Background: an optimization exercise with open tools, aiming at small area and a short achievable clock period. Do not read the settings as production practice. RTL that was checked went through simulation tests only; none was proved equivalent to the original. No functional check of the RTL was part of runs 1 and 2. Power is estimated from default activity; no workload was simulated.

[flow/run.sh]
#!/bin/bash
# synth_recipe.tcl (not shown) runs the flow's synth.tcl, then flattens the netlist and writes it again
# the make line also repeats each setting of config.mk as NAME=value (left out here)
make -C /OpenROAD-flow-scripts/flow DESIGN_CONFIG=/design/flow/config.mk WORK_HOME=/design/flow/orfs CLKGATE_MAP_FILE= SYNTH_SCRIPT=/design/flow/synth_recipe.tcl finish
[flow/config.mk]
export PLATFORM = sky130hd
export DESIGN_NAME = pmp_top
export DESIGN_NICKNAME = pmp_top
export VERILOG_FILES = /design/flow/design.v
export SDC_FILE = /design/flow/constraint.sdc
export NUM_CORES = 4
export LEC_CHECK = 0
export CAP_MARGIN = 20
export CORE_MARGIN = 2
export CORE_UTILIZATION = 40
export SETUP_SLACK_MARGIN = 4.2
export SLEW_MARGIN = 20
[flow/constraint.sdc]
create_clock -name core_clock -period 7.0 [get_ports {clk}]
set_input_delay 1.4000 -clock core_clock [delete_from_list [all_inputs] [get_ports {clk}]]
set_output_delay 1.4000 -clock core_clock [all_outputs]
set_load 0.01 [all_outputs]
[flow/design.v]
package pmp_pkg;
   localparam int PMP_ENTRIES = 16;
   typedef logic [1:0] pmp_mode_t;
   localparam pmp_mode_t MODE_OFF   = 2'd0;
   localparam pmp_mode_t MODE_TOR   = 2'd1;
   localparam pmp_mode_t MODE_NA4   = 2'd2;
   localparam pmp_mode_t MODE_NAPOT = 2'd3;
   localparam logic [11:0] CSR_PMPCFG_BASE  = 12'h3a0;
   localparam logic [11:0] CSR_PMPADDR_BASE = 12'h3b0;
   localparam logic [1:0] AXI_RESP_OKAY   = 2'b00;
   localparam logic [1:0] AXI_RESP_SLVERR = 2'b10;
endpackage
module pmp_axil_ctl (
   input  logic                clk,
   input  logic                reset,
   input  logic                awvalid,
   input  logic [13:0]         awaddr,
   output logic                awready,
   input  logic                wvalid,
   input  logic [31:0]         wdata,
   input  logic [3:0]          wstrb,
   output logic                wready,
   output logic                bvalid,
   output logic [1:0]          bresp,
   input  logic                bready,
   input  logic                arvalid,
   input  logic [13:0]         araddr,
   output logic                arready,
   output logic                rvalid,
   output logic [31:0]         rdata,
   output logic [1:0]          rresp,
   input  logic                rready,
   input  logic [3:0]          turn,         
   input  logic                clearing,     
   output logic                wr_cfg,       
   output logic                wr_addr,      
   output logic                wr_last,      
   output logic                rd_cfg,       
   output logic                rd_addr,
   input  logic [31:0]         rd_word       
);
   logic idle_q, wait_q, gow_q, gor_q, bvalid_q, rvalid_q;
   logic take;
   logic is_wr;
   logic [11:0] csr;
   logic sel_cfg, sel_addr;
   logic [3:0] at_turn;
   logic cfg_q, addr_q, wr_q, last_q;
   logic [3:0] at_q;
   logic go;
   logic [31:0] rdata_q;
   assign awready = gow_q;
   assign wready  = gow_q;
   assign arready = gor_q;
   assign is_wr = awvalid & wvalid;
   assign take  = idle_q & ~clearing & (is_wr | arvalid);
   assign csr   = is_wr ? awaddr[13:2] : araddr[13:2];
   assign sel_cfg  = (csr[11:2] == pmp_pkg::CSR_PMPCFG_BASE[11:2]);
   assign sel_addr = (csr[11:4] == pmp_pkg::CSR_PMPADDR_BASE[11:4]);
   assign at_turn = sel_cfg ? 4'(14 - 4 * csr[1:0]) : 4'(14 - csr[3:0]);
   always_ff @(posedge clk) begin
      if (take) begin
         cfg_q  <= sel_cfg;
         addr_q <= sel_addr;
         wr_q   <= is_wr;
         last_q <= (csr[3:0] == 4'd15);
         at_q   <= at_turn;
      end
   end
   assign go = wait_q & (~(cfg_q | addr_q) | (turn == at_q));
   always_ff @(posedge clk) begin
      if (reset) begin
         idle_q   <= 1'b1;
         wait_q   <= 1'b0;
         gow_q    <= 1'b0;
         gor_q    <= 1'b0;
         bvalid_q <= 1'b0;
         rvalid_q <= 1'b0;
      end else begin
         idle_q   <= (idle_q & ~take) | (bvalid_q & bready) | (rvalid_q & rready);
         wait_q   <= take | (wait_q & ~go);
         gow_q    <= go & wr_q;
         gor_q    <= go & ~wr_q;
         bvalid_q <= gow_q | (bvalid_q & ~bready);
         rvalid_q <= gor_q | (rvalid_q & ~rready);
      end
   end
   assign wr_cfg  = gow_q & cfg_q;
   assign wr_addr = gow_q & addr_q;
   assign wr_last = last_q;
   assign rd_cfg  = cfg_q;
   assign rd_addr = addr_q;
   always_ff @(posedge clk) begin
      if (gor_q) begin
         rdata_q <= rd_word;
      end
   end
   assign bvalid = bvalid_q;
   assign rvalid = rvalid_q;
   assign rdata  = rdata_q;
   assign bresp = {~(cfg_q | addr_q), 1'b0};
   assign rresp = {~(cfg_q | addr_q), 1'b0};
endmodule
module pmp_csr_regs (
   input  logic                                clk,
   input  logic                                reset,
   input  logic                                wr_cfg,
   input  logic                                wr_addr,
   input  logic                                wr_last,
   input  logic [31:0]                         csr_wdata,
   input  logic                                rd_cfg,
   input  logic                                rd_addr,
   output logic [31:0]                         rd_word,
   output logic [3:0]                          turn,
   output logic                                clearing,
   output logic [pmp_pkg::PMP_ENTRIES*6-1:0]   slot_cfg,
   output logic [pmp_pkg::PMP_ENTRIES*30-1:0]  slot_addr
);
   logic [5:0]  cfg_q  [16];
   logic [29:0] addr_q [16];
   logic [3:0]  turn_q;
   logic        clear_q;
   logic [5:0]  cfg_d  [4];
   logic [29:0] addr_d;
   logic        zero;
   logic        addr_lock;
   always_ff @(posedge clk) begin
      if (reset) begin
         turn_q  <= 4'd0;
         clear_q <= 1'b1;
      end else begin
         turn_q  <= turn_q + 4'd1;
         clear_q <= clear_q & (turn_q != 4'd14);
      end
   end
   assign zero = reset | clear_q;
   for (genvar b = 0; b < 4; b++) begin : g_cfg_port
      logic [7:0] raw;
      logic [5:0] prev;
      assign raw  = csr_wdata[8*b +: 8];
      assign prev = cfg_q[(b + 15) % 16];
      always_comb begin
         cfg_d[b] = prev;
         if (wr_cfg & ~prev[5]) begin
            cfg_d[b] = {raw[7], raw[4:2], raw[1] & raw[0], raw[0]};
         end
      end
   end
   assign addr_lock = cfg_q[15][5] |
                      (~wr_last & cfg_q[0][5] & (cfg_q[0][4:3] == pmp_pkg::MODE_TOR));
   assign addr_d = (wr_addr & ~addr_lock) ? csr_wdata[29:0] : addr_q[15];
   always_ff @(posedge clk) begin
      cfg_q[0]  <= zero ? 6'd0 : cfg_d[0];
      addr_q[0] <= zero ? 30'd0 : addr_d;
      for (int s = 1; s < 4; s++) begin
         cfg_q[s] <= cfg_d[s];
      end
      for (int s = 4; s < 16; s++) begin
         cfg_q[s] <= cfg_q[s-1];
      end
      for (int s = 1; s < 16; s++) begin
         addr_q[s] <= addr_q[s-1];
      end
   end
   always_comb begin
      rd_word = '0;
      if (rd_cfg) begin
         for (int b = 0; b < 4; b++) begin
            rd_word[8*b +: 8] = {cfg_q[(b + 15) % 16][5], 2'b00, cfg_q[(b + 15) % 16][4:0]};
         end
      end else if (rd_addr) begin
         rd_word = {2'b00, addr_q[15]};
      end
   end
   assign turn     = turn_q;
   assign clearing = clear_q;
   for (genvar s = 0; s < 16; s++) begin : g_out
      assign slot_cfg[6*s +: 6]    = cfg_q[s];
      assign slot_addr[30*s +: 30] = addr_q[s];
   end
endmodule
module pmp_region_match (
   input  logic [32:0]                         check_req,
   input  logic [3:0]                          turn,
   input  logic                                clearing,
   input  logic [pmp_pkg::PMP_ENTRIES*6-1:0]   slot_cfg,
   input  logic [pmp_pkg::PMP_ENTRIES*30-1:0]  slot_addr,
   output logic [pmp_pkg::PMP_ENTRIES-1:0]     match_vec,
   output logic [pmp_pkg::PMP_ENTRIES-1:0]     allow_vec
);
   logic [29:0] req_addr;
   logic [pmp_pkg::PMP_ENTRIES-1:0] below;
   assign req_addr = check_req[32:3];
   for (genvar s = 0; s < pmp_pkg::PMP_ENTRIES; s++) begin : g_match
      logic [29:0] hi_addr;
      logic [5:0]  cfg;
      logic [29:0] ign;        
      logic        eq_hit;
      logic        tor_hit;
      logic        first;      
      logic        is_tor;
      logic        is_eq;
      logic        perm;
      assign hi_addr = slot_addr[30*s +: 30];
      assign cfg     = slot_cfg[6*s +: 6];
      assign is_tor = ~clearing & (cfg[4:3] == pmp_pkg::MODE_TOR);
      assign is_eq  = ~clearing & cfg[4];
      assign first  = (turn == 4'(s));
      assign ign[0] = cfg[3];
      for (genvar j = 1; j < 30; j++) begin : g_ign
         assign ign[j] = ign[j-1] & hi_addr[j-1];
      end
      assign eq_hit   = ~|((req_addr ^ hi_addr) & ~ign);
      assign below[s] = req_addr < hi_addr;
      assign tor_hit = below[s] & (first | ~below[(s + 15) % 16]);
      assign match_vec[s] = (is_tor & tor_hit) | (is_eq & eq_hit);
      always_comb begin
         case (check_req[2:1])
            2'd0:    perm = cfg[0];
            2'd1:    perm = cfg[1];
            2'd2:    perm = cfg[2];
            default: perm = 1'b0;
         endcase
      end
      assign allow_vec[s] = perm | (check_req[0] & ~cfg[5]);
   end
endmodule
module pmp_check (
   input  logic                                clk,
   input  logic                                reset,
   input  logic                                check_valid,
   input  logic                                machine,
   input  logic [3:0]                          turn,
   input  logic [pmp_pkg::PMP_ENTRIES-1:0]     match_vec,
   input  logic [pmp_pkg::PMP_ENTRIES-1:0]     allow_vec,
   output logic                                resp_valid,
   output logic [5:0]                          resp
);
   logic [15:0] upper;       
   logic [15:0] up_match;
   logic [15:0] win;
   logic        any_up;
   logic        seen_up, seen_all;
   logic        hit;
   logic [3:0]  hit_idx;
   logic        allowed;
   always_comb begin
      for (int s = 0; s < 16; s++) begin
         upper[s] = (4'(s) >= turn);
      end
      up_match = match_vec & upper;
      any_up   = |up_match;
      seen_up  = 1'b0;
      seen_all = 1'b0;
      for (int s = 0; s < 16; s++) begin
         win[s]   = match_vec[s] & (upper[s] ? ~seen_up : (~any_up & ~seen_all));
         seen_up  = seen_up | up_match[s];
         seen_all = seen_all | match_vec[s];
      end
      hit     = |match_vec;
      hit_idx = '0;
      allowed = machine & ~hit;
      for (int s = 0; s < 16; s++) begin
         hit_idx = hit_idx | ({4{win[s]}} & 4'(4'(s) - turn));
         allowed = allowed | (win[s] & allow_vec[s]);
      end
   end
   always_ff @(posedge clk) begin
      if (reset) begin
         resp_valid <= 1'b0;
      end else begin
         resp_valid <= check_valid;
      end
   end
   always_ff @(posedge clk) begin
      resp <= {allowed, hit, hit_idx};
   end
endmodule
module pmp_top (
   input  logic                 clk,
   input  logic                 reset,
   input  logic                 awvalid,
   input  logic [13:0]          awaddr,
   output logic                 awready,
   input  logic                 wvalid,
   input  logic [31:0]          wdata,
   input  logic [3:0]           wstrb,
   output logic                 wready,
   output logic                 bvalid,
   output logic [1:0]           bresp,
   input  logic                 bready,
   input  logic                 arvalid,
   input  logic [13:0]          araddr,
   output logic                 arready,
   output logic                 rvalid,
   output logic [31:0]          rdata,
   output logic [1:0]           rresp,
   input  logic                 rready,
   input  logic                 check_valid,
   input  logic [32:0]          check_req,
   output logic                 resp_valid,
   output logic [5:0]           resp
);
   logic                               wr_cfg, wr_addr, wr_last;
   logic                               rd_cfg, rd_addr;
   logic [31:0]                        rd_word;
   logic [3:0]                         turn;
   logic                               clearing;
   logic [pmp_pkg::PMP_ENTRIES*6-1:0]  slot_cfg;
   logic [pmp_pkg::PMP_ENTRIES*30-1:0] slot_addr;
   logic [pmp_pkg::PMP_ENTRIES-1:0]    match_vec;
   logic [pmp_pkg::PMP_ENTRIES-1:0]    allow_vec;
   pmp_axil_ctl u_ctl (
      .clk, .reset,
      .awvalid, .awaddr, .awready, .wvalid, .wdata, .wstrb, .wready,
      .bvalid, .bresp, .bready,
      .arvalid, .araddr, .arready, .rvalid, .rdata, .rresp, .rready,
      .turn, .clearing, .wr_cfg, .wr_addr, .wr_last, .rd_cfg, .rd_addr, .rd_word
   );
   pmp_csr_regs u_regs (
      .clk, .reset,
      .wr_cfg, .wr_addr, .wr_last, .csr_wdata(wdata),
      .rd_cfg, .rd_addr, .rd_word,
      .turn, .clearing, .slot_cfg, .slot_addr
   );
   pmp_region_match u_match (
      .check_req, .turn, .clearing, .slot_cfg, .slot_addr, .match_vec, .allow_vec
   );
   pmp_check u_check (
      .clk, .reset,
      .check_valid, .machine(check_req[0]), .turn, .match_vec, .allow_vec,
      .resp_valid, .resp
   );
endmodule
==> run notes, run 1 <==
critical path, cell by cell=buf_8 -> clkinvlp_4 -> buf_6 -> buf_12 -> ha_4 -> o22ai_4 -> or4_4 -> a21oi_2 -> and4b_1 -> nand3_2 -> nor4_4 -> buf_4 -> nor2_4 -> o2111ai_4 -> nor3_4 -> buf_6 -> a22oi_2 -> and3_4 -> o2111ai_4 -> buf_6; Yosys reg bits=633; detailed router's first-iteration violation count=3112; CTS Root Cell=clkbuf_16; CTS max path bufs=3; Post-Route WL=139.2 mm; Min-Delay Endpoint=u_regs.cfg_q[8][5]$_DFF_P_; placer's final routability congestion estimate=0.9685; Post-synth top flop=dfxtp_1; Remaining DRCs=0; CP endpoint kind=flip-flop; GR peak layer=met2; status=no timing/DRC/antenna violations; Crit path max-delay family=simple AND/OR/NAND/NOR gates; Pins Over Slew Limit=0; setup TNS=0 ns; sequential group share of total power=0.426; Post-synth EDFFs=39; internal power=6.414 mW; Clock Latency Late Sink=0.62 ns; Max-Slew Margin vs Limit=0.3086; Final Hold Fails=0; pin count of the biggest net entering global routing=37; kind of critical path=input port to flip-flop; Reg-to-Reg End=u_check.resp[2]$_DFF_P_; Worst Skew=0.02222 ns; grt met1 use=0.4125; Final ANT Viol Nets=0; Worst VDD drop=about 0.24 mV; area grow syn2layout=31.55%; Crit Path Max Fanout=5; worst hold path class=flip-flop to flip-flop; Worst EP required=7.51 ns; crit path launch type=input port; Syn Inst Count=3881; I/O pin cnt=153; Clock Power Share=0.453; maxcap violations=0; Hold Crit Depth=0; Placed Instances=5226; Mean Syn Cell Area=around 8.8 um2; Vias/cell=5.959; share of cells above drive strength 1=0.1782; Synth top area share=0.3474; RSZ-0062 raised after global routing=true; r2r setup slk=approximately 2.2 ns; r2r startpoint=u_regs.cfg_q[0][3]$_SDFF_PP0_; vias in the first global route=31.07k; Worst Min Path Start=u_regs.cfg_q[7][5]$_DFF_P_; Netlist Area Pre-Place=34230 um2; Initial Utilization=0.4027; core area=~85000 um2; DIE WIDTH=~300 um; row cnt=~110; GR met3 Demand/Resource=0.05380; Slew @ Worst Pin=1.029 ns; die area=87940 um2; half-perimeter wire length after placement=100.2 mm; Leak=16.03 nW; R2R cell count=18; final non-filler cell total=about 5.5k; first-pass GRT wire length=200.3 mm; Syn. warnings=7; Vert. Die Dim=296.5 um; min Tclk post-route=4.778 ns; setup violators final=0; M2 GR Usage=0.4794; DR pass1 iterations=5; antenna violations before repair=3; area leader, netlist=dfxtp_1; crit-path max cell delay=a little under 0.5 ns; post-route cell area=45030 um2; via count=32.85k; total grt overflow=0; Netlist cell types=87; Num CTS Buffers=73; power density of the placed cells=~190 nW/um2; clock sink total=between 600 and 700; Port Buf Inserts=between 100 and 150; Max Fclk=about 210 MHz; CTS tree=yes; Synth async-reset ratio=0; cell repeated most along the worst path=buf_6; Worst Path Arrival=between 5 and 6 ns; Worst-path clk slew=about 0.060 ns; part of the cycle the worst path needs=0.6825; Combinational Power Share=0.121; Psw=2.146 mW; DP Area=37840 um2; CP max-delay cell=or4_4; CP Buf/Inv Count=7; count leader, synth=dfxtp_1; register area share after synthesis=0.3816; Sw Share=0.2507; fin nets=4912; top cells by count, synth=594 x dfxtp_1, 520 x inv_1, 496 x ha_1, 297 x nand2_1, 272 x a21oi_1; top post-synthesis cells by area=dfxtp_1 35%, ha_1 18%, inv_1 5.7%; GRT Resource Usage Total=0.3061; number of H-tree levels=3; DR WL/cell=25.25 um
power by group through the flow:
stage	combinational (mW)	clock (mW)	sequential, mW
finish	1.03	3.88	3.65
global route	1.11	4.06	3.64
CTS	0.935	3.92	3.65
detailed placement	0.783	0	3.73
global placement	0.778	0	3.73
floorplan	0.431	0	3.72
layer usage:
| metal | up-vias | share of wire |
|---|---|---|
| met5 | - | 0.00011 |
| met4 | 2 | 0.051 |
| met1 | 15910 | 0.43 |
| met2 | 1411 | 0.44 |
| li1 | 15180 | - |
| met3 | 350 | 0.078 |
cells in the final DEF, fill, tap and decap left out, types with 26 or more instances in the layout:
master / count
nor2_1: 242
a31oi_1: 45
nand2_1: 284
nand3_1: 137
o21ai_0: 119
buf_6: 38
o22ai_1: 63
buf_4: 169
a211oi_1: 37
ha_1: 391
a21o_1: 26
o211ai_1: 29
inv_1: 518
edfxtp_1: 39
clkbuf_16: 77
and3_1: 34
ha_4: 97
clkdlybuf4s50_1: 65
dlygate4sd2_1: 42
nand4_1: 149
buf_12: 37
mux2i_1: 55
nor3_1: 61
dfxtp_1: 588
nor4_1: 71
a21oi_1: 250
sequential cells by signal, summed over array words and instances (netlist names):
| signal | count |
|---|---|
| u_ctl.cfg_q | 1 |
| u_ctl.bvalid_q | 1 |
| u_check.resp_valid | 1 |
| u_ctl.last_q | 1 |
| u_ctl.idle_q | 1 |
| u_ctl.gow_q | 1 |
| u_regs.clear_q | 1 |
| u_ctl.rdata_q | 31 |
| u_ctl.gor_q | 1 |
| u_ctl.wr_q | 1 |
| u_regs.addr_q | 480 |
| u_regs.turn_q | 4 |
| u_regs.cfg_q | 96 |
| u_check.resp | 6 |
| u_ctl.addr_q | 1 |
| u_ctl.rvalid_q | 1 |
| u_ctl.at_q | 4 |
| u_ctl.wait_q | 1 |
layout make-up:
type	count	area, um2
inverters	521	1959
fillers	7815	39980
diodes	2	5.005
clock inverters	24	246.5
repair buffers	395	4172
well taps	1144	1431
flip-flops and latches	633	13070
multi-input cells	2687	21950
clock buffers	106	2196
worst reg2reg max path, cell delays in order, from the launching register on:
cell and delay, ns:
dfxtp_1 0.57, nand4_1 0.46, nor4_1 0.90, a2bb2o_1 0.37, nor4_2 0.25, nand4_1 0.21, o21ai_2 0.11, buf_6 0.14
nor4_4 0.05, buf_4 0.15, buf_4 0.13, nand4_1 0.10, buf_6 0.13, nor3_1 0.07, a31oi_4 0.27, a21oi_2 0.12
a2111oi_4 0.36, buf_4 0.17, o211ai_1 0.08
worst max-delay path by stage:
stage               cells past startpoint  slack (ns)                 endpoint           from
floorplan                              15        2.51  u_check.resp[3]$_DFF_P_   check_req[3]
global placement                       17        0.40  u_check.resp[1]$_DFF_P_  check_req[32]
detailed placement                     18        0.33  u_check.resp[2]$_DFF_P_  check_req[32]
CTS                                    21        2.32  u_check.resp[1]$_DFF_P_   check_req[3]
global route                           22        2.16  u_check.resp[2]$_DFF_P_   check_req[3]
finish                                 20        2.22  u_check.resp[1]$_DFF_P_   check_req[3]
cell families after synthesis:
| group | count (synthesis) | synth area share |
|---|---|---|
| XOR/XNOR | 10 | 0.002559 |
| multiplexers | 68 | 0.02036 |
| flip-flops | 633 | 0.3816 |
| adder cells (fa/ha/maj) | 496 | 0.1813 |
| AO/OA/AOI/OAI | 890 | 0.1690 |
| buffers and inverters | 564 | 0.06243 |
| AND/OR/NAND/NOR | 1219 | 0.1826 |
| other | 1 | 0.0001095 |
metrics by stage:
step	total power, mW	worst slack (ns)	hold slack, ns	util
3_5_place_dp	4.509	0.3262	0.3339	0.4451
2_1_floorplan	4.152	2.513	0.3301	-
4_1_cts	8.498	2.316	0.3431	0.5093
3_3_place_gp	4.504	0.3957	0.3319	0.4450
6_report	8.561	2.222	0.3470	0.5297
5_1_grt	8.819	2.164	0.3512	0.5297
what timing repair did:
action                     in CTS  in global routing
gates resized for setup       530                232
pin swaps                     122                137
hold buffers                    0                  0
hold endpoints to repair        0                  0
setup endpoints to repair      53                 11
setup buffers                 101                 39
gates cloned                   14                  0
==> run 2, diff against run 1 <==
--- a/flow/config.mk
+++ b/flow/config.mk
@@ -10,3 +10,2 @@
 export CORE_UTILIZATION = 40
-export SETUP_SLACK_MARGIN = 4.2
 export SLEW_MARGIN = 20
==> run 2 against run 1 <==
Clock skew rose by 0.0037 ns. Die area did not move. Flip-flop and latch count stayed put. First-iteration DRC count down 6.5%. Worst setup slack lost 1.3 ns. Clock power shrank 3%. Combinational power down 23%. Worst hold slack got worse by 0.0026 ns.
==> run notes, run 2 <==
vias in the first global route=29.30k (-5.7%); power density of the placed cells=204.0 nW/um2 (+7.3%); Psw=2.028 mW (-5.5%); Worst Min Path Start=u_regs.cfg_q[7][5]$_DFF_P_; CTS max path bufs=3 (unchanged); Post-Route WL=124.0 mm (-11%); r2r setup slk=1.77 ns (-0.46 ns); fin nets=4751 (-3.3%); pin count of the biggest net entering global routing=58 (+57%); number of H-tree levels=3 (unchanged); Min-Delay Endpoint=u_regs.cfg_q[8][5]$_DFF_P_; half-perimeter wire length after placement=98.49 mm (-1.7%); core area=85010 um2 (unchanged); area grow syn2layout=17.16%; Initial Utilization=0.4027 (unchanged); Mean Syn Cell Area=8.821 um2 (unchanged); CP Buf/Inv Count=3 (-4); DIE WIDTH=296.5 um (unchanged); Netlist Area Pre-Place=34230 um2 (unchanged); sequential group share of total power=0.446 (+0.020); Slew @ Worst Pin=1.026 ns (-0.003134 ns); setup TNS=0 ns (unchanged); top post-synthesis cells by area=dfxtp_1 35%, ha_1 18%, inv_1 5.7%; Syn. warnings=7 (unchanged); I/O pin cnt=153 (unchanged); most common cell after layout, fill and taps aside=dfxtp_1; post_cts resized=0 (-100%); Worst Path Arrival=6.59 ns (+1.30 ns); crit path launch type=input port; Hold Buf Count CTS=0 (unchanged); Yosys reg bits=633 (unchanged); Pins Over Slew Limit=0 (unchanged); share of cells above drive strength 1=0.05933 (-0.1189); Max Fclk=165.6 MHz (-21%); final non-filler cell total=5342 (-3.1%); setup violators final=0 (unchanged); Syn Inst Count=3881 (unchanged); Sw Share=0.2480 (-0.002757); Synth top area share=0.3474 (unchanged); Reg-to-Reg End=u_check.resp[2]$_DFF_P_; Hold Crit Depth=0 (unchanged); CP max-delay cell=clkdlybuf4s50_1; min Tclk post-route=6.040 ns (+1.262 ns); part of the cycle the worst path needs=0.8628 (+0.1803); max reg flops=480 (unchanged); R2R cell count=16 (-2); internal power=6.152 mW (-4.1%); critical path, cell by cell=clkdlybuf4s50_1 -> buf_4 -> ha_1 -> a21oi_1 -> o21ai_0 -> a2111oi_0 -> nand4_1 -> o211ai_1 -> o21ai_1 -> a22oi_1 -> nand4_4 -> nor3_1 -> a31oi_1 -> buf_4 -> and3_1 -> a32oi_1; DR pass1 iterations=6 (+1); kind of critical path=input port to flip-flop; row cnt=107 (unchanged); area leader, netlist=dfxtp_1; total grt overflow=0 (unchanged); Port Buf Inserts=140 (unchanged); worst hold path class=flip-flop to flip-flop; Largest Register=u_regs.addr_q; Top Registers=u_regs.addr_q: 480 flops, u_regs.cfg_q: 96 flops, u_ctl.rdata_q: 31 flops; Placed Instances=5222 (-0.077%); Num CTS Buffers=70 (-4.1%); Remaining DRCs=0 (unchanged); Synth async-reset ratio=0 (unchanged); Clock Latency Late Sink=0.64 ns (+0.02 ns); Crit Path Max Fanout=10 (+5); CTS tree=yes; cell repeated most along the worst path=buf_4; Netlist cell types=87 (unchanged); count leader, synth=dfxtp_1; Crit path max-delay family=compound AO/OA/AOI/OAI gates; register area share after synthesis=0.3816 (unchanged); RSZ-0062 raised after global routing=false; Clock Power Share=0.458 (+0.005); Worst EP required=7.55 ns (+0.04 ns); crit-path max cell delay=0.79 ns (+0.30 ns); top cells by count, synth=594 x dfxtp_1, 520 x inv_1, 496 x ha_1, 297 x nand2_1, 272 x a21oi_1; first-pass GRT wire length=184.1 mm (-8.1%); via count=31.11k (-5.3%); clock sink total=633 (unchanged); Vias/cell=5.824 (-2.3%); Leak=14.29 nW (-11%); Post-synth top flop=dfxtp_1; Worst VDD drop=0.1488 mV (-38%); CTS Root Cell=clkbuf_16; commonest cells after routing, fill and taps aside=593 x dfxtp_1, 520 x inv_1, 496 x ha_1, 297 x nand2_1, 272 x a21oi_1; placer's final routability congestion estimate=0.9666 (-0.20%); Post-synth EDFFs=39 (unchanged); detailed router's first-iteration violation count=2909 (-6.5%); die area=87940 um2 (unchanged); Worst-path clk slew=0.06 ns (about the same); r2r startpoint=u_regs.cfg_q[0][3]$_SDFF_PP0_; GRT Resource Usage Total=0.2780 (-0.02807); antenna violations before repair=3 (unchanged); DR WL/cell=23.21 um (-8.1%); Final ANT Viol Nets=0 (unchanged); Final Hold Fails=0 (unchanged); Vert. Die Dim=296.5 um (unchanged); Worst Skew=0.02595 ns (+0.003725 ns); Combinational Power Share=0.096 (-0.025); postcts setup bufs=0 (-100%); maxcap violations=0 (unchanged); status=no timing/DRC/antenna violations; Max-Slew Margin vs Limit=0.3096 (+0.001060); CP endpoint kind=flip-flop
-- run 2: cell count changes in the layout (fill, tap and decap cells not counted), sizes merged, moves of 3 or more --
cell,change
inv,+3
clkbuf,-21
bufbuf,-8
buf,-175
dlygate4sd2,-42
clkdlybuf4s50,+75
-- run 2: power by group through the flow --
stage / clock network [mW] / registers (mW) / logic [mW]
after floorplan: 0 / 3.72 / 0.429
after global placement: 0 / 3.73 / 0.773
after CTS: 3.80 / 3.65 / 0.779
final: 3.75 / 3.65 / 0.788
after detailed placement: 0 / 3.73 / 0.774
after global routing: 3.94 / 3.64 / 0.870
-- run 2: cell families (layout without fill, tap and decap cells) --
kind of cell / count (synthesis) / count (layout) / synth area share
and+or+nand+nor: 1219 / 1219 / 0.1826
AOI/OAI and AO/OA: 890 / 890 / 0.1690
DFF: 633 / 633 / 0.3816
buffers and inverters: 564 / 878 / 0.06243
adders and majority gates: 496 / 496 / 0.1813
muxes: 68 / 68 / 0.02036
xor gates and xnor gates: 10 / 10 / 0.002559
other: 1 / 4 / 0.0001095
-- run 2: metrics by stage --
stage	instance area, um2	util	hold WS [ns]	total power, mW	setup WS [ns]
5_1_grt	40100	0.4717	0.3487	8.453	0.6266
6_report	40110	0.4718	0.3445	8.180	0.9602
3_5_place_dp	37770	0.4443	0.3339	4.500	0.4739
3_3_place_gp	37770	0.4443	0.3310	4.499	0.5389
2_1_floorplan	34240	-	0.3301	4.151	2.282
4_1_cts	40100	0.4717	0.3438	8.229	1.121
-- run 2: metal layers --
metal | vias up | part of all wire | global-route usage | wire length, um
met5 | - | 0 | 0 | 0
met4 | 0 | 0.039 | 0.1040 | 4886
met3 | 241 | 0.067 | 0.03982 | 8332
met2 | 1186 | 0.45 | 0.4457 | 55510
met1 | 14890 | 0.45 | 0.3789 | 55280
li1 | 14800 | - | - | -
-- run 2: area by class of cell --
class	instances	area, um2
clock inverters	28	352.8
fillers	8204	44910
inverters	521	1956
clock buffers	91	1974
diodes	1	2.502
multi-input cells	2686	19050
well taps	1144	1431
repair buffers	238	2275
flip-flops and latches	633	13060
-- run 2: worst max-delay path by stage --
| stage | end | cells after the start | slack (ns) | startpoint |
|---|---|---|---|---|
| finish | u_check.resp[0]$_DFF_P_ | 16 | 0.96 | check_req[18] |
| floorplan | u_check.resp[2]$_DFF_P_ | 14 | 2.28 | check_req[31] |
| global placement | u_check.resp[3]$_DFF_P_ | 17 | 0.54 | check_req[18] |
| detailed placement | u_check.resp[3]$_DFF_P_ | 17 | 0.47 | check_req[18] |
| CTS | u_check.resp[3]$_DFF_P_ | 17 | 1.12 | check_req[18] |
| global route | u_check.resp[3]$_DFF_P_ | 17 | 0.63 | check_req[18] |
==> run 3, diff against run 2 <==
--- a/flow/design.v
+++ b/flow/design.v
@@ -114,2 +114,4 @@
    output logic [3:0]                          turn,
+   output logic [7:0]                          turn_j,     
+   output logic [15:0]                         first,      
    output logic                                clearing,
@@ -121,2 +123,3 @@
    logic [3:0]  turn_q;
+   logic [7:0]  turn_jq;
    logic        clear_q;
@@ -129,2 +132,3 @@
          turn_q  <= 4'd0;
+         turn_jq <= 8'd0;
          clear_q <= 1'b1;
@@ -132,2 +136,3 @@
          turn_q  <= turn_q + 4'd1;
+         turn_jq <= {turn_jq[6:0], ~turn_jq[7]};
          clear_q <= clear_q & (turn_q != 4'd14);
@@ -175,2 +180,11 @@
    assign turn     = turn_q;
+   assign turn_j   = turn_jq;
+   always_comb begin
+      first[0] = ~turn_jq[0] & ~turn_jq[7];
+      first[8] = turn_jq[0] & turn_jq[7];
+      for (int k = 1; k < 8; k++) begin
+         first[k]   = turn_jq[k-1] & ~turn_jq[k];
+         first[k+8] = ~turn_jq[k-1] & turn_jq[k];
+      end
+   end
    assign clearing = clear_q;
@@ -181,5 +195,41 @@
 endmodule
+module pmp_addr_cmp (
+   input  logic [29:0] req_addr,
+   input  logic [29:0] req_addr_n,    
+   input  logic [29:0] hi_addr,
+   input  logic [29:0] ign,
+   output logic        eq_hit,
+   output logic        below
+);
+   logic [31:0] lt0, eq0;
+   logic [15:0] lt1, eq1;
+   logic [7:0]  lt2, eq2;
+   logic [3:0]  lt3, eq3;
+   logic [1:0]  lt4, eq4;
+   assign eq_hit = ~|((req_addr ^ hi_addr) & ~ign);
+   always_comb begin
+      lt0 = {2'b00, req_addr_n & hi_addr};
+      eq0 = {2'b11, ~(req_addr ^ hi_addr)};
+      for (int k = 0; k < 16; k++) begin
+         lt1[k] = lt0[2*k+1] | (eq0[2*k+1] & lt0[2*k]);
+         eq1[k] = eq0[2*k+1] & eq0[2*k];
+      end
+      for (int k = 0; k < 8; k++) begin
+         lt2[k] = lt1[2*k+1] | (eq1[2*k+1] & lt1[2*k]);
+         eq2[k] = eq1[2*k+1] & eq1[2*k];
+      end
+      for (int k = 0; k < 4; k++) begin
+         lt3[k] = lt2[2*k+1] | (eq2[2*k+1] & lt2[2*k]);
+         eq3[k] = eq2[2*k+1] & eq2[2*k];
+      end
+      for (int k = 0; k < 2; k++) begin
+         lt4[k] = lt3[2*k+1] | (eq3[2*k+1] & lt3[2*k]);
+         eq4[k] = eq3[2*k+1] & eq3[2*k];
+      end
+   end
+   assign below = lt4[1] | (eq4[1] & lt4[0]);
+endmodule
 module pmp_region_match (
    input  logic [32:0]                         check_req,
-   input  logic [3:0]                          turn,
+   input  logic [15:0]                         first,      
    input  logic                                clearing,
@@ -191,4 +241,6 @@
    logic [29:0] req_addr;
+   logic [29:0] req_addr_n;
    logic [pmp_pkg::PMP_ENTRIES-1:0] below;
-   assign req_addr = check_req[32:3];
+   assign req_addr   = check_req[32:3];
+   assign req_addr_n = ~check_req[32:3];
    for (genvar s = 0; s < pmp_pkg::PMP_ENTRIES; s++) begin : g_match
@@ -196,6 +248,5 @@
       logic [5:0]  cfg;
-      logic [29:0] ign;        
+      logic [29:0] ign;
       logic        eq_hit;
       logic        tor_hit;
-      logic        first;      
       logic        is_tor;
@@ -207,10 +258,10 @@
       assign is_eq  = ~clearing & cfg[4];
-      assign first  = (turn == 4'(s));
-      assign ign[0] = cfg[3];
-      for (genvar j = 1; j < 30; j++) begin : g_ign
-         assign ign[j] = ign[j-1] & hi_addr[j-1];
-      end
-      assign eq_hit   = ~|((req_addr ^ hi_addr) & ~ign);
-      assign below[s] = req_addr < hi_addr;
-      assign tor_hit = below[s] & (first | ~below[(s + 15) % 16]);
+      always_comb begin
+         ign[0] = cfg[3];
+         for (int j = 1; j < 30; j++) begin
+            ign[j] = ign[j-1] & hi_addr[j-1];
+         end
+      end
+      pmp_addr_cmp u_cmp (.req_addr, .req_addr_n, .hi_addr, .ign, .eq_hit, .below(below[s]));
+      assign tor_hit = below[s] & (first[s] | ~below[(s + 15) % 16]);
       assign match_vec[s] = (is_tor & tor_hit) | (is_eq & eq_hit);
@@ -227,2 +278,32 @@
 endmodule
+module pmp_prio (
+   input  logic [15:0] match_vec,
+   input  logic [15:0] allow_vec,
+   input  logic [15:0] upper,       
+   input  logic        machine,
+   output logic [15:0] win,
+   output logic        hit,
+   output logic        allowed
+);
+   logic [15:0] up_match;
+   logic [15:0] up_before;   
+   logic [15:0] all_before;  
+   logic        any_up;
+   always_comb begin
+      up_match = match_vec & upper;
+      for (int s = 0; s < 16; s++) begin
+         up_before[s]  = |(up_match & 16'((32'd1 << s) - 1));
+         all_before[s] = |(match_vec & 16'((32'd1 << s) - 1));
+      end
+      any_up = |up_match;
+      for (int s = 0; s < 16; s++) begin
+         win[s] = match_vec[s] & (upper[s] ? ~up_before[s] : ~(any_up | all_before[s]));
+      end
+      hit     = |match_vec;
+      allowed = machine & ~hit;
+      for (int s = 0; s < 16; s++) begin
+         allowed = allowed | (win[s] & allow_vec[s]);
+      end
+   end
+endmodule
 module pmp_check (
@@ -233,2 +314,3 @@
    input  logic [3:0]                          turn,
+   input  logic [7:0]                          turn_j,
    input  logic [pmp_pkg::PMP_ENTRIES-1:0]     match_vec,
@@ -238,31 +320,20 @@
 );
-   logic [15:0] upper;       
-   logic [15:0] up_match;
+   logic [15:0] upper;
    logic [15:0] win;
-   logic        any_up;
-   logic        seen_up, seen_all;
    logic        hit;
-   logic [3:0]  hit_idx;
    logic        allowed;
+   logic [15:0] win_q;
+   logic        hit_q;
+   logic        allowed_q;
+   logic [3:0]  turn_q;      
+   logic [3:0]  slot_q;
    always_comb begin
       for (int s = 0; s < 16; s++) begin
-         upper[s] = (4'(s) >= turn);
-      end
-      up_match = match_vec & upper;
-      any_up   = |up_match;
-      seen_up  = 1'b0;
-      seen_all = 1'b0;
-      for (int s = 0; s < 16; s++) begin
-         win[s]   = match_vec[s] & (upper[s] ? ~seen_up : (~any_up & ~seen_all));
-         seen_up  = seen_up | up_match[s];
-         seen_all = seen_all | match_vec[s];
-      end
-      hit     = |match_vec;
-      hit_idx = '0;
-      allowed = machine & ~hit;
-      for (int s = 0; s < 16; s++) begin
-         hit_idx = hit_idx | ({4{win[s]}} & 4'(4'(s) - turn));
-         allowed = allowed | (win[s] & allow_vec[s]);
+         if (s < 8) upper[s] = ~turn_j[7] & ~turn_j[s];
+         else       upper[s] = ~turn_j[7] | turn_j[s-8];
       end
    end
+   pmp_prio u_prio (
+      .match_vec, .allow_vec, .upper, .machine, .win, .hit, .allowed
+   );
    always_ff @(posedge clk) begin
@@ -275,4 +346,14 @@
    always_ff @(posedge clk) begin
-      resp <= {allowed, hit, hit_idx};
+      win_q     <= win;
+      hit_q     <= hit;
+      allowed_q <= allowed;
+      turn_q    <= turn;
+   end
+   always_comb begin
+      slot_q = '0;
+      for (int s = 0; s < 16; s++) begin
+         slot_q = slot_q | ({4{win_q[s]}} & 4'(s));
+      end
    end
+   assign resp = {allowed_q, hit_q, hit_q ? slot_q - turn_q : 4'd0};
 endmodule
@@ -307,2 +388,4 @@
    logic [3:0]                         turn;
+   logic [7:0]                         turn_j;
+   logic [15:0]                        first;
    logic                               clearing;
@@ -323,6 +406,6 @@
       .rd_cfg, .rd_addr, .rd_word,
-      .turn, .clearing, .slot_cfg, .slot_addr
+      .turn, .turn_j, .first, .clearing, .slot_cfg, .slot_addr
    );
    pmp_region_match u_match (
-      .check_req, .turn, .clearing, .slot_cfg, .slot_addr, .match_vec, .allow_vec
+      .check_req, .first, .clearing, .slot_cfg, .slot_addr, .match_vec, .allow_vec
    );
@@ -330,3 +413,3 @@
       .clk, .reset,
-      .check_valid, .machine(check_req[0]), .turn, .match_vec, .allow_vec,
+      .check_valid, .machine(check_req[0]), .turn, .turn_j, .match_vec, .allow_vec,
       .resp_valid, .resp
--- a/flow/config.mk
+++ b/flow/config.mk
@@ -10,2 +10,4 @@
 export CORE_UTILIZATION = 40
+export SETUP_SLACK_MARGIN = 4.2
 export SLEW_MARGIN = 20
+export SYNTH_HIERARCHICAL = 1
==> run 3 against run 2 <==
Global-route usage up 6.4 points. Highest routed layer is now met5. Total power up 12%. Synthesized area up 5.1%. Clock-buffer cell count up 9. Routed wire length up 34%. Cell area up 15%. Flip-flop and latch count up 24. Worst hold slack worse by 0.0016 ns. Via count up 16%. Synthesized cell count up 2.3%. Final cell count up 5.4%. Clock skew down 0.00076 ns.
==> run notes, run 3 <==
Max Fclk=225.8 MHz (+36%); Multi-input gate area=22640 um2 (+19%); Final Hold Fails=0 (unchanged); min Tclk post-route=4.430 ns (-1.610 ns); Top Registers=u_regs.addr_q: 480 flops, u_regs.cfg_q: 96 flops, u_ctl.rdata_q: 32 flops; CTS tree=yes; crit path launch type=input port; Largest Register=u_regs.addr_q; share of cells above drive strength 1=0.2004 (+0.1410); total grt overflow=0 (unchanged); status=no timing/DRC/antenna violations; Worst Skew=0.02518 ns (-0.0007625 ns); detailed router's first-iteration violation count=5330 (+83%); R2R cell count=16 (unchanged); crit path from=check_req[22]; Remaining DRCs=0 (unchanged); maxcap violations=0 (unchanged); total chip power=9.145 mW (+12%); Reg-to-Reg End=u_check.allowed_q$_DFF_P_; Slew @ Worst Pin=1.049 ns (+0.02253 ns); Post-Route WL=166.6 mm (+34%); worst hold path class=flip-flop to flip-flop; Worst EP required=7.59 ns (+0.04 ns); pin count of the biggest net entering global routing=49 (-16%); Vias/cell=6.436 (+11%); setup TNS=0 ns (unchanged); Setup crit end=u_check.allowed_q$_DFF_P_; vias in the first global route=33.42k (+14%); number of H-tree levels=3 (unchanged); Syn. warnings=15 (+8); first-pass GRT wire length=234.2 mm (+27%); Clock Latency Late Sink=0.66 ns (+0.02 ns); die area=92360 um2 (+5.0%); Leak=15.10 nW (+5.7%); clock sink total=657 (+3.8%); power density of the placed cells=198.7 nW/um2 (-2.6%); setup violators final=0 (unchanged); Final ANT Viol Nets=0 (unchanged); max reg flops=480 (unchanged); Netlist Area Pre-Place=35980 um2 (+5.1%); Pins Over Slew Limit=0 (unchanged); Syn Inst Count=3972 (+2.3%); row cnt=109 (+1.9%); DR WL/cell=29.59 um (+27%); placer's final routability congestion estimate=1.003 (+3.8%); Worst-path clk slew=0.06 ns (about the same); kind of critical path=input port to flip-flop; r2r startpoint=u_regs.addr_q[4][6]$_DFF_P_; Vert. Die Dim=303.9 um (+2.5%); I/O pin cnt=153 (unchanged); CTS max path bufs=3 (unchanged); fin nets=4512 (-5.0%); most common cell after layout, fill and taps aside=dfxtp_1; Crit Path Max Fanout=8 (-2); commonest cells after routing, fill and taps aside=608 x dfxtp_1, 331 x xnor2_1, 306 x nand2_1, 244 x o22ai_1, 220 x nor3_1; Mean Syn Cell Area=9.058 um2 (+2.7%); antenna violations before repair=4 (+1); core area=88780 um2 (+4.4%); CTS Root Cell=clkbuf_16; DR pass1 iterations=8 (+2); Port Buf Inserts=141 (+0.71%); Initial Utilization=0.4052 (+0.002555); sequential cell area=13570 um2 (+3.9%); via count=36.24k (+16%); area grow syn2layout=27.90%; Num CTS Buffers=74 (+5.7%); Worst VDD drop=0.2009 mV (+35%); Max-Slew Margin vs Limit=0.3009 (-0.008712); DIE WIDTH=303.9 um (+2.5%); r2r setup slk=2.63 ns (+0.86 ns); RSZ-0062 raised after global routing=true; half-perimeter wire length after placement=115.5 mm (+17%); part of the cycle the worst path needs=0.6328 (-0.2300); CP endpoint kind=flip-flop; GRT Resource Usage Total=0.3421 (+0.06410); # fillers=8123 (-0.99%); Worst Path Arrival=5.02 ns (-1.57 ns)
[run 3: cell count changes in the layout (fill, tap and decap cells not counted), sizes merged, moves of 52 or more]
cell           delta
ha              -490
a21oi           -182
inv             -357
a32o             +65
and2             +52
a32oi            +87
nor3            +160
nand4            -53
o22ai           +177
buf             +225
clkdlybuf4s50    -78
and3             +55
a211oi           -53
xnor2           +463
[run 3: cell type report]
type,count,share of cell area
Antenna cell,3,0.0001631
Clock buffer,100,0.04636
Clock inverter,38,0.01281
Inverter,186,0.01697
Multi-Input combinational cell,3043,0.4920
Sequential cell,657,0.2948
Tap cell,1165,0.03168
Timing Repair Buffer,437,0.1050
Timing Repair inverter,1,0.0001631
[run 3: critical path, cell delays in order]
cell and delay, ns:
buf_16 0.10, clkinvlp_4 0.24, buf_4 0.25, buf_4 0.17, a222oi_1 0.45, o311ai_2 0.21, a21oi_1 0.21, o21ai_2 0.10
nand4b_1 0.10, a21oi_1 0.07, buf_4 0.19, a222oi_1 0.38, and3_4 0.32, nand2_8 0.08, or4_4 0.46, o2bb2ai_4 0.13
nor4b_2 0.06, nand3_2 0.05
[run 3: report_power, final]
group / switching [mW] / leakage [nW] / internal (mW)
clock network: 1.71 / 1.31 / 2.64
logic: 0.607 / 8.50 / 0.401
registers: 0.0117 / 5.29 / 3.78
total: 2.33 / 15.1 / 6.82
[run 3: timing repair]
| action | 4_1_cts | 5_1_grt |
|---|---|---|
| setup buffers | 128 | 44 |
| hold buffers | 0 | 0 |
| endpoints found under the setup margin | 63 | 27 |
| pin swaps | 85 | 59 |
| resized for setup | 451 | 112 |
| cloned | 14 | 4 |
[run 3: worst min path at each step]
stage / startpoint / endpoint / depth (start not counted)
2_1_floorplan: u_regs.cfg_q[9][0]$_DFF_P_ / u_regs.cfg_q[10][0]$_DFF_P_ / 0
3_3_place_gp: u_regs.cfg_q[6][1]$_DFF_P_ / u_regs.cfg_q[7][1]$_DFF_P_ / 0
3_5_place_dp: u_regs.cfg_q[3][0]$_DFF_P_ / u_regs.cfg_q[4][0]$_DFF_P_ / 0
4_1_cts: u_regs.cfg_q[13][0]$_DFF_P_ / u_regs.cfg_q[14][0]$_DFF_P_ / 0
5_1_grt: u_regs.cfg_q[13][0]$_DFF_P_ / u_regs.cfg_q[14][0]$_DFF_P_ / 0
6_report: u_regs.cfg_q[12][1]$_DFF_P_ / u_regs.cfg_q[13][1]$_DFF_P_ / 0
[run 3: per-layer routing]
metal  vias up  wire [um]  track usage
li1      15870          -            -
met1     17400      67270       0.4550
met2      2425      69880       0.5051
met3       538      18680      0.08406
met4         2      10730       0.1936
met5         -         11            0
[run 3: through the flow]
stage,cell area [um2],utilization,hold WS [ns],setup WS [ns],instances
after floorplan,36050,-,0.3301,2.401,3977
final,46020,0.5183,0.3429,2.570,5630
after global routing,46010,0.5182,0.3511,2.464,5628
after global placement,39080,0.4401,0.3339,0.8039,5299
after detailed placement,39080,0.4401,0.3377,0.7226,5299
after CTS,45020,0.5071,0.3402,2.678,5579
==> run 4, diff against run 3 <==
--- a/flow/design.v
+++ b/flow/design.v
@@ -280,8 +280,5 @@
    input  logic [15:0] match_vec,
-   input  logic [15:0] allow_vec,
    input  logic [15:0] upper,       
-   input  logic        machine,
    output logic [15:0] win,
-   output logic        hit,
-   output logic        allowed
+   output logic        hit
 );
@@ -301,7 +298,3 @@
       end
-      hit     = |match_vec;
-      allowed = machine & ~hit;
-      for (int s = 0; s < 16; s++) begin
-         allowed = allowed | (win[s] & allow_vec[s]);
-      end
+      hit = |match_vec;
    end
@@ -325,4 +318,5 @@
    logic [15:0] win_q;
+   logic [15:0] allow_q;
    logic        hit_q;
-   logic        allowed_q;
+   logic        machine_q;
    logic [3:0]  turn_q;      
@@ -336,3 +330,3 @@
    pmp_prio u_prio (
-      .match_vec, .allow_vec, .upper, .machine, .win, .hit, .allowed
+      .match_vec, .upper, .win, .hit
    );
@@ -347,4 +341,5 @@
       win_q     <= win;
+      allow_q   <= allow_vec;
       hit_q     <= hit;
-      allowed_q <= allowed;
+      machine_q <= machine;
       turn_q    <= turn;
@@ -352,2 +347,6 @@
    always_comb begin
+      allowed = machine_q & ~hit_q;
+      for (int s = 0; s < 16; s++) begin
+         allowed = allowed | (win_q[s] & allow_q[s]);
+      end
       slot_q = '0;
@@ -357,3 +356,3 @@
    end
-   assign resp = {allowed_q, hit_q, hit_q ? slot_q - turn_q : 4'd0};
+   assign resp = {allowed, hit_q, hit_q ? slot_q - turn_q : 4'd0};
 endmodule
--- a/flow/config.mk
+++ b/flow/config.mk
@@ -9,4 +9,4 @@
 export CORE_MARGIN = 2
-export CORE_UTILIZATION = 40
-export SETUP_SLACK_MARGIN = 4.2
+export CORE_UTILIZATION = 60
+export SETUP_SLACK_MARGIN = 2.8
 export SLEW_MARGIN = 20
==> run 4 against run 3 <==
First-iteration DRC count decreased by 0.64%. Register-to-register slack improved by 0.31 ns. Fmax increased by 4.3%. Clock power decreased by 6.7%. Final cell count decreased by 10%. Synthesized area increased by 0.29%. Die area decreased by 33%. Critical path type unchanged. Largest cell class unchanged. Highest routed layer unchanged.
==> run notes, run 4 <==
power density of the placed cells=207.2 nW/um2 (+4.2%); clock sink total=674 (+2.6%); pre-CTS setup slack=1.144 ns (+0.4212 ns); Port Buf Inserts=141 (unchanged); RSZ-0062 raised after global routing=true; min Tclk post-route=4.245 ns (-0.1844 ns); hold_ws=0.3472 ns (+0.004285 ns); setup TNS=0 ns (unchanged); core area=59240 um2 (-33%); total grt overflow=0 (unchanged); Pins Over Slew Limit=0 (unchanged); Clock Latency Late Sink=0.63 ns (-0.03 ns); crit-path max cell delay=0.51 ns (+0.05 ns); Crit Path Max Fanout=11 (+3); total chip power=8.794 mW (-3.8%); # fillers=4652 (-43%); DP Area=38460 um2 (-1.6%); setup violators final=0 (unchanged); Vert. Die Dim=249.2 um (-18%); number of H-tree levels=3 (unchanged); commonest cells after routing, fill and taps aside=633 x dfxtp_1, 371 x xnor2_1, 297 x nand2_1, 240 x o22ai_1, 217 x nor3_1; share of cells above drive strength 1=0.1422 (-0.05820); via count=35.31k (-2.5%); Hold Buf Count CTS=0 (unchanged); worst hold path class=flip-flop to flip-flop; GRT Resource Usage Total=0.4471 (+0.1050); kind of critical path=input port to flip-flop; Largest Register=u_regs.addr_q; row cnt=89 (-18%); Initial Utilization=0.6090 (+0.2038); Synth async-reset ratio=0; Final Util=0.7165 (+0.1982); Mean Syn Cell Area=9.151 um2 (+1.0%); first-pass GRT wire length=209.6 mm (-10%); I/O pin cnt=153 (unchanged); Num CTS Buffers=73 (-1.4%); Worst EP required=7.55 ns (-0.04 ns); Placed Instances=4845 (-8.6%); CTS Root Cell=clkbuf_16; most common cell after layout, fill and taps aside=dfxtp_1; max reg flops=480 (unchanged); Leak=13.64 nW (-9.7%); Synth top area share=0.3518; register area share after synthesis=0.3851; Top Registers=u_regs.addr_q: 480 flops, u_regs.cfg_q: 96 flops, u_ctl.rdata_q: 32 flops; Worst-path clk slew=0.06 ns (about the same); DR WL/cell=28.65 um (-3.2%); placer's final routability congestion estimate=1.019 (+1.5%); Remaining DRCs=0 (unchanged); Max Fclk=235.6 MHz (+4.3%); maxcap violations=0 (unchanged); Post-synth top flop=dfxtp_1; top cells by count, synth=634 x dfxtp_1, 390 x xnor2_1, 297 x nand2_1, 241 x o22ai_1, 217 x nor3_1; DR pass1 iterations=7 (-1); fin nets=4331 (-4.0%); part of the cycle the worst path needs=0.6065 (-0.02635); CP max-delay cell=or3_4; post-route cell area=42450 um2 (-7.8%); crit path launch type=input port; Syn Inst Count=3943 (-0.73%); CTS max path bufs=3 (unchanged); CTS tree=yes; Worst Path Arrival=4.79 ns (-0.23 ns); status=no timing/DRC/antenna violations; Final Hold Fails=0 (unchanged); Max-Slew Margin vs Limit=0.1832 (-0.1177); Post-synth EDFFs=40; Worst VDD drop=0.2086 mV (+3.8%); Final ANT Viol Nets=0 (unchanged); Netlist cell types=just over 90; detailed router's first-iteration violation count=5296 (-0.64%); top post-synthesis cells by area=dfxtp_1 35%, xnor2_1 9.5%, o22ai_1 4.2%; count leader, synth=dfxtp_1; Slew @ Worst Pin=1.224 ns (+0.1749 ns); vias in the first global route=32.36k (-3.2%); Syn. warnings=15 (unchanged); area leader, netlist=dfxtp_1; Post-Route WL=144.8 mm (-13%); pin count of the biggest net entering global routing=49 (unchanged); die area=62110 um2 (-33%); critical path, cell by cell=buf_2 -> buf_12 -> buf_12 -> xnor2_2 -> nand4_1 -> or2_1 -> nor4_2 -> a22oi_2 -> o21ai_2 -> nand2b_1 -> nand4b_1 -> a21oi_1 -> nand2_1 -> nand3_2 -> or3_4 -> o21ai_2; half-perimeter wire length after placement=101.7 mm (-12%); Final WS setup=2.755 ns (+0.1844 ns); area grow syn2layout=17.65%; CP endpoint kind=flip-flop; DIE WIDTH=249.2 um (-18%); antenna violations before repair=5 (+1); Yosys reg bits=674; Netlist Area Pre-Place=36080 um2 (+0.29%); final non-filler cell total=5053 (-10%); Worst Skew=0.02433 ns (-0.0008569 ns); Vias/cell=6.989 (+8.6%)
## run 4: path summary, 6_finish.rpt
| path | to | cells past startpoint | slack, ns | start |
|---|---|---|---|---|
| setup / recovery | u_check.win_q[5]$_DFF_P_ | 16 | 2.75 | check_req[24] |
| hold / removal | u_regs.cfg_q[10][0]$_DFF_P_ | 0 | 0.35 | u_regs.cfg_q[9][0]$_DFF_P_ |
| setup reg to reg | u_check.win_q[8]$_DFF_P_ | 14 | 2.94 | u_regs.cfg_q[2][3]$_DFF_P_ |
| hold reg to reg | u_regs.cfg_q[10][0]$_DFF_P_ | 0 | 0.35 | u_regs.cfg_q[9][0]$_DFF_P_ |
## run 4: layer usage
| metal | track usage | up-vias | wire [um] |
|---|---|---|---|
| met2 | 0.6373 | 2638 | 59120 |
| li1 | - | 15480 | - |
| met4 | 0.2508 | 2 | 9525 |
| met3 | 0.1625 | 589 | 20140 |
| met5 | 0 | - | 11 |
| met1 | 0.5841 | 16610 | 56000 |
## run 4: cell type report
type                    instances  area, um2  area share
well taps                     773      967.2     0.02278
multi-input cells            2998      21410      0.5043
clock buffers                 107       2191     0.05161
repair buffers                283       2872     0.06765
clock inverters                26      325.3    0.007664
diodes                          3      7.507   0.0001769
flip-flops and latches        674      13890      0.3273
repair inverters                2      15.01   0.0003537
inverters                     187      769.5     0.01813
## run 4: Yosys stat by module, one instance, submodules excluded, a selection
module | copies in the design | flip-flops and latches | cell area (um2) | cells
pmp_prio | 1 | 0 | 524.3 | 83
pmp_region_match | 1 | 0 | 6153 | 1126
pmp_check | 1 | 39 | 1165 | 100
pmp_csr_regs | 1 | 589 | 13520 | 824
pmp_axil_ctl | 1 | 46 | 1822 | 114
pmp_addr_cmp | 16 | 0 | 805.8 | 106
## run 4: power breakdown
group	switching (mW)	leakage, nW	internal [mW]
registers	0.0130	5.43	3.88
clock network	1.63	1.23	2.43
logic	0.537	6.98	0.304
## run 4: cell families (layout without fill, tap and decap cells)
group,Yosys count,in the layout,share of synthesized area
xor gates and xnor gates,489,489,0.1353
adders and majority gates,7,7,0.002635
muxes,99,99,0.02913
and+or+nand+nor,1518,1518,0.2303
DFF,674,674,0.3851
buffers and inverters,273,605,0.03423
other,3,8,0.0003121
AOI/OAI and AO/OA,880,880,0.1830
## run 4: what timing repair did
| item | in CTS | in global routing |
|---|---|---|
| buffers inserted | 30 | 38 |
| resized for setup | 96 | 117 |
| pin swaps | 2 | 33 |
| gates cloned | 3 | 1 |
| endpoints found under the setup margin | 19 | 18 |
## run 4: worst max-delay path, delay by kind of cell
family	cells	cell delay (ns)
and+or+nand+nor	8	1.92
xor gates and xnor gates	1	0.26
AOI/OAI and AO/OA	4	0.73
buffers and inverters	3	0.47
==> run 5, diff against run 4 <==
--- a/flow/design.v
+++ b/flow/design.v
@@ -118,6 +118,6 @@
    output logic [pmp_pkg::PMP_ENTRIES*6-1:0]   slot_cfg,
-   output logic [pmp_pkg::PMP_ENTRIES*30-1:0]  slot_addr
+   output logic [pmp_pkg::PMP_ENTRIES*30-1:0]  slot_addr_n    
 );
    logic [5:0]  cfg_q  [16];
-   logic [29:0] addr_q [16];
+   logic [29:0] addr_q [16];    
    logic [3:0]  turn_q;
@@ -155,6 +155,6 @@
                       (~wr_last & cfg_q[0][5] & (cfg_q[0][4:3] == pmp_pkg::MODE_TOR));
-   assign addr_d = (wr_addr & ~addr_lock) ? csr_wdata[29:0] : addr_q[15];
+   assign addr_d = (wr_addr & ~addr_lock) ? ~csr_wdata[29:0] : addr_q[15];
    always_ff @(posedge clk) begin
       cfg_q[0]  <= zero ? 6'd0 : cfg_d[0];
-      addr_q[0] <= zero ? 30'd0 : addr_d;
+      addr_q[0] <= zero ? '1 : addr_d;
       for (int s = 1; s < 4; s++) begin
@@ -176,3 +176,3 @@
       end else if (rd_addr) begin
-         rd_word = {2'b00, addr_q[15]};
+         rd_word = {2'b00, ~addr_q[15]};
       end
@@ -192,40 +192,44 @@
       assign slot_cfg[6*s +: 6]    = cfg_q[s];
-      assign slot_addr[30*s +: 30] = addr_q[s];
+      assign slot_addr_n[30*s +: 30] = addr_q[s];
    end
 endmodule
-module pmp_addr_cmp (
+module pmp_addr_eq (
    input  logic [29:0] req_addr,
-   input  logic [29:0] req_addr_n,    
-   input  logic [29:0] hi_addr,
+   input  logic [29:0] hi_addr_n,     
    input  logic [29:0] ign,
-   output logic        eq_hit,
+   output logic        eq_hit
+);
+   assign eq_hit = ~|(~(req_addr ^ hi_addr_n) & ~ign);
+endmodule
+module pmp_addr_lt (
+   input  logic [29:0] req_addr,
+   input  logic [29:0] hi_addr_n,     
    output logic        below
 );
-   logic [31:0] lt0, eq0;
-   logic [15:0] lt1, eq1;
-   logic [7:0]  lt2, eq2;
-   logic [3:0]  lt3, eq3;
-   logic [1:0]  lt4, eq4;
-   assign eq_hit = ~|((req_addr ^ hi_addr) & ~ign);
+   logic [31:0] g0, p0;
+   logic [15:0] g1, p1;
+   logic [7:0]  g2, p2;
+   logic [3:0]  g3, p3;
+   logic [1:0]  g4, p4;
    always_comb begin
-      lt0 = {2'b00, req_addr_n & hi_addr};
-      eq0 = {2'b11, ~(req_addr ^ hi_addr)};
+      g0 = {2'b00, ~(req_addr | hi_addr_n)};
+      p0 = {2'b11, ~(req_addr & hi_addr_n)};
       for (int k = 0; k < 16; k++) begin
-         lt1[k] = lt0[2*k+1] | (eq0[2*k+1] & lt0[2*k]);
-         eq1[k] = eq0[2*k+1] & eq0[2*k];
+         g1[k] = g0[2*k+1] | (p0[2*k+1] & g0[2*k]);
+         p1[k] = p0[2*k+1] & p0[2*k];
       end
       for (int k = 0; k < 8; k++) begin
-         lt2[k] = lt1[2*k+1] | (eq1[2*k+1] & lt1[2*k]);
-         eq2[k] = eq1[2*k+1] & eq1[2*k];
+         g2[k] = g1[2*k+1] | (p1[2*k+1] & g1[2*k]);
+         p2[k] = p1[2*k+1] & p1[2*k];
       end
       for (int k = 0; k < 4; k++) begin
-         lt3[k] = lt2[2*k+1] | (eq2[2*k+1] & lt2[2*k]);
-         eq3[k] = eq2[2*k+1] & eq2[2*k];
+         g3[k] = g2[2*k+1] | (p2[2*k+1] & g2[2*k]);
+         p3[k] = p2[2*k+1] & p2[2*k];
       end
       for (int k = 0; k < 2; k++) begin
-         lt4[k] = lt3[2*k+1] | (eq3[2*k+1] & lt3[2*k]);
-         eq4[k] = eq3[2*k+1] & eq3[2*k];
+         g4[k] = g3[2*k+1] | (p3[2*k+1] & g3[2*k]);
+         p4[k] = p3[2*k+1] & p3[2*k];
       end
    end
-   assign below = lt4[1] | (eq4[1] & lt4[0]);
+   assign below = g4[1] | (p4[1] & g4[0]);
 endmodule
@@ -236,3 +240,3 @@
    input  logic [pmp_pkg::PMP_ENTRIES*6-1:0]   slot_cfg,
-   input  logic [pmp_pkg::PMP_ENTRIES*30-1:0]  slot_addr,
+   input  logic [pmp_pkg::PMP_ENTRIES*30-1:0]  slot_addr_n,   
    output logic [pmp_pkg::PMP_ENTRIES-1:0]     match_vec,
@@ -241,8 +245,6 @@
    logic [29:0] req_addr;
-   logic [29:0] req_addr_n;
    logic [pmp_pkg::PMP_ENTRIES-1:0] below;
    assign req_addr   = check_req[32:3];
-   assign req_addr_n = ~check_req[32:3];
    for (genvar s = 0; s < pmp_pkg::PMP_ENTRIES; s++) begin : g_match
-      logic [29:0] hi_addr;
+      logic [29:0] hi_addr_n;
       logic [5:0]  cfg;
@@ -254,3 +256,3 @@
       logic        perm;
-      assign hi_addr = slot_addr[30*s +: 30];
+      assign hi_addr_n = slot_addr_n[30*s +: 30];
       assign cfg     = slot_cfg[6*s +: 6];
@@ -261,6 +263,7 @@
          for (int j = 1; j < 30; j++) begin
-            ign[j] = ign[j-1] & hi_addr[j-1];
+            ign[j] = ign[j-1] & ~hi_addr_n[j-1];
          end
       end
-      pmp_addr_cmp u_cmp (.req_addr, .req_addr_n, .hi_addr, .ign, .eq_hit, .below(below[s]));
+      pmp_addr_eq u_eq (.req_addr, .hi_addr_n, .ign, .eq_hit);
+      pmp_addr_lt u_lt (.req_addr, .hi_addr_n, .below(below[s]));
       assign tor_hit = below[s] & (first[s] | ~below[(s + 15) % 16]);
@@ -391,3 +394,3 @@
    logic [pmp_pkg::PMP_ENTRIES*6-1:0]  slot_cfg;
-   logic [pmp_pkg::PMP_ENTRIES*30-1:0] slot_addr;
+   logic [pmp_pkg::PMP_ENTRIES*30-1:0] slot_addr_n;
    logic [pmp_pkg::PMP_ENTRIES-1:0]    match_vec;
@@ -405,6 +408,6 @@
       .rd_cfg, .rd_addr, .rd_word,
-      .turn, .turn_j, .first, .clearing, .slot_cfg, .slot_addr
+      .turn, .turn_j, .first, .clearing, .slot_cfg, .slot_addr_n
    );
    pmp_region_match u_match (
-      .check_req, .first, .clearing, .slot_cfg, .slot_addr, .match_vec, .allow_vec
+      .check_req, .first, .clearing, .slot_cfg, .slot_addr_n, .match_vec, .allow_vec
    );
==> run 5 against run 4 <==
Synthesized area fell by 2.9%. Still clean. Die area fell by 2.9%. Routed wire length fell by 5.9%. Sequential power barely moved. Clock-buffer cell count fell by 20. Critical path depth fell by 11. Synthesized cell count fell by 0.68%. Total power fell by 2.6%. Global-route usage fell by 1.7 points.
==> run notes, run 5 <==
Post-synth EDFFs=40 (unchanged); Crit Path Max Fanout=4 (-7); status=no timing/DRC/antenna violations; Vert. Die Dim=245.6 um (-1.4%); CP endpoint kind=output port; detailed router's first-iteration violation count=5772 (+9.0%); final non-filler cell total=4966 (-1.7%); core area=57700 um2 (-2.6%); total grt overflow=0 (unchanged); worst hold path class=flip-flop to flip-flop; via count=35.97k (+1.8%); Remaining DRCs=0 (unchanged); Mean Syn Cell Area=8.947 um2 (-2.2%); Placed Instances=4810 (-0.72%); GRT Resource Usage Total=0.4305 (-0.01655); max reg flops=480 (unchanged); number of H-tree levels=3 (unchanged); CTS max path bufs=3 (unchanged); Synth async-reset ratio=0 (unchanged); Largest Register=u_regs.addr_q; count leader, synth=dfxtp_1; Port Buf Inserts=141 (unchanged); Netlist Area Pre-Place=35030 um2 (-2.9%); maxcap violations=0 (unchanged); Final ANT Viol Nets=0 (unchanged); Post-Route WL=136.2 mm (-5.9%); Slew @ Worst Pin=1.106 ns (-0.1178 ns); r2r startpoint=u_regs.addr_q[12][8]$_DFF_P_; pin count of the biggest net entering global routing=42 (-14%); Leak=12.97 nW (-4.9%); Final Util=0.7071 (-0.009420); min Tclk post-route=4.130 ns (-0.1153 ns); Worst Min Path Start=u_regs.cfg_q[9][1]$_DFF_P_; Post-synth top flop=dfxtp_1; Worst VDD drop=0.2177 mV (+4.4%); register area share after synthesis=0.3966 (+0.01150); DP Area=37430 um2 (-2.7%); row cnt=88 (-1.1%); top post-synthesis cells by area=dfxtp_1 36%, xor2_1 12%, o22ai_1 6.3%; Worst Skew=0.02641 ns (+0.002084 ns); setup violators final=0 (unchanged); top cells by count, synth=634 x dfxtp_1, 483 x xor2_1, 370 x nor2_1, 353 x o22ai_1, 213 x nand2_1; part of the cycle the worst path needs=0.5900 (-0.01648); Vias/cell=7.242 (+3.6%); Num CTS Buffers=72 (-1.4%); Syn. warnings=15 (unchanged); Clock Latency Late Sink=0.65 ns (+0.02 ns); power density of the placed cells=209.9 nW/um2 (+1.3%); area grow syn2layout=16.45%; Netlist cell types=85 (-8.6%); DR WL/cell=27.42 um (-4.3%); # fillers=4405 (-5.3%); Yosys reg bits=674 (unchanged); antenna violations before repair=1 (-4); Worst EP required=5.60 ns (-1.95 ns); Top Registers=u_regs.addr_q: 480 flops, u_regs.cfg_q: 96 flops, u_ctl.rdata_q: 32 flops; kind of critical path=flip-flop to output port; Initial Utilization=0.6072 (-0.001805); setup TNS=0 ns (unchanged); commonest cells after routing, fill and taps aside=634 x dfxtp_1, 483 x xor2_1, 367 x nor2_1, 353 x o22ai_1, 213 x nand2_1; CTS tree=yes; placer's final routability congestion estimate=0.9916 (-2.7%); I/O pin cnt=153 (unchanged); Final Hold Fails=0 (unchanged); most common cell after layout, fill and taps aside=dfxtp_1; Max-Slew Margin vs Limit=0.2628 (+0.07962); vias in the first global route=34.06k (+5.3%); DR pass1 iterations=10 (+3); Max Fclk=242.1 MHz (+2.8%); RSZ-0062 raised after global routing=true; Synth top area share=0.3623 (+0.01050); Hold Buf Count CTS=0 (unchanged); Syn Inst Count=3916 (-0.68%); Worst-path clk slew=0.06 ns (about the same); area leader, netlist=dfxtp_1; share of cells above drive strength 1=0.1088 (-0.03335); crit path launch type=flip-flop; die area=60340 um2 (-2.9%); fin nets=4254 (-1.8%); Worst Path Arrival=2.73 ns (-2.06 ns); DIE WIDTH=245.6 um (-1.4%); Pins Over Slew Limit=0 (unchanged); crit path from=u_check.win_q[15]$_DFF_P_; first-pass GRT wire length=202.1 mm (-3.6%); clock sink total=674 (unchanged); post-route cell area=40800 um2 (-3.9%); half-perimeter wire length after placement=93.18 mm (-8.4%); CTS Root Cell=clkbuf_16
## run 5: final timing paths
kind / cells past startpoint / slack (ns) / endpoint
max reg2reg: 14 / 2.99 / u_check.win_q[10]$_DFF_P_
min reg2reg: 0 / 0.35 / u_regs.cfg_q[10][1]$_DFF_P_
min: 0 / 0.35 / u_regs.cfg_q[10][1]$_DFF_P_
max: 5 / 2.87 / resp[0]
## run 5: Yosys stat by module (local to each module, per instance), a selection
module | flip-flops and latches | area, um2 | times used | cells inside
pmp_csr_regs | 589 | 13300 | 1 | 816
pmp_axil_ctl | 46 | 1822 | 1 | 114
pmp_region_match | 0 | 5373 | 1 | 947
pmp_addr_eq | 0 | 399.1 | 16 | 55
pmp_check | 39 | 1165 | 1 | 100
pmp_prio | 0 | 524.3 | 1 | 83
## run 5: critical path, cell delays in order, from the launching register on
cell	delay [ns]
dfxtp_1	0.35
or4_1	0.52
nor2_1	0.14
ha_1	0.28
nor2_4	0.23
clkdlybuf4s50_1	0.59
## run 5: stage by stage
step           total power [mW]  setup slack (ns)  hold slack (ns)
5_1_grt                   8.755             2.784           0.3529
2_1_floorplan             4.214             2.859           0.3301
3_3_place_gp              4.568             1.387           0.3331
3_5_place_dp              4.582             1.293           0.3357
6_report                  8.565             2.870           0.3508
4_1_cts                   8.511             2.788           0.3497
## run 5: layout make-up
cell class                 count  area (um2)  share of cell area
multi-input combinational   3115       20920              0.5128
sequential                   674       13890              0.3406
timing repair buffer         227        2332             0.05717
clock buffer                  87        1969             0.04827
tap                          765       957.2             0.02346
clock inverter                45       528.0             0.01294
inverter                      52       195.2            0.004784
antenna                        1       2.502          0.00006134
## run 5: where the power goes
group	leakage (nW)	switching (mW)	internal [mW]
Clock	1.22	1.67	2.33
Combinational	6.26	0.430	0.238
Sequential	5.50	0.0141	3.88
Total	13.0	2.12	6.45
## run 5: what timing repair did
item	in CTS	in global routing
resized for setup	52	114
setup endpoints to repair	21	20
gates cloned	0	1
buffers inserted	7	15
pin swaps	11	35
## run 5: layer usage
| metal | share of wire | global-route usage |
|---|---|---|
| met1 | 0.37 | 0.5424 |
| met2 | 0.44 | 0.6638 |
| met3 | 0.13 | 0.1224 |
| met4 | 0.057 | 0.2378 |
| met5 | 0.000095 | 0 |
## run 5: logic make-up (layout without fill, tap and decap cells)
logic type / after synthesis / count (layout) / share of synthesized area
simple gates: 1479 / 1479 / 0.2254
flops: 674 / 674 / 0.3966
other cells: 3 / 6 / 0.0003214
mux: 35 / 35 / 0.01057
compound gates: 1084 / 1084 / 0.2194
xor+xnor: 489 / 489 / 0.1222
buf+inv: 129 / 411 / 0.01768
fa+ha+maj: 23 / 23 / 0.007857
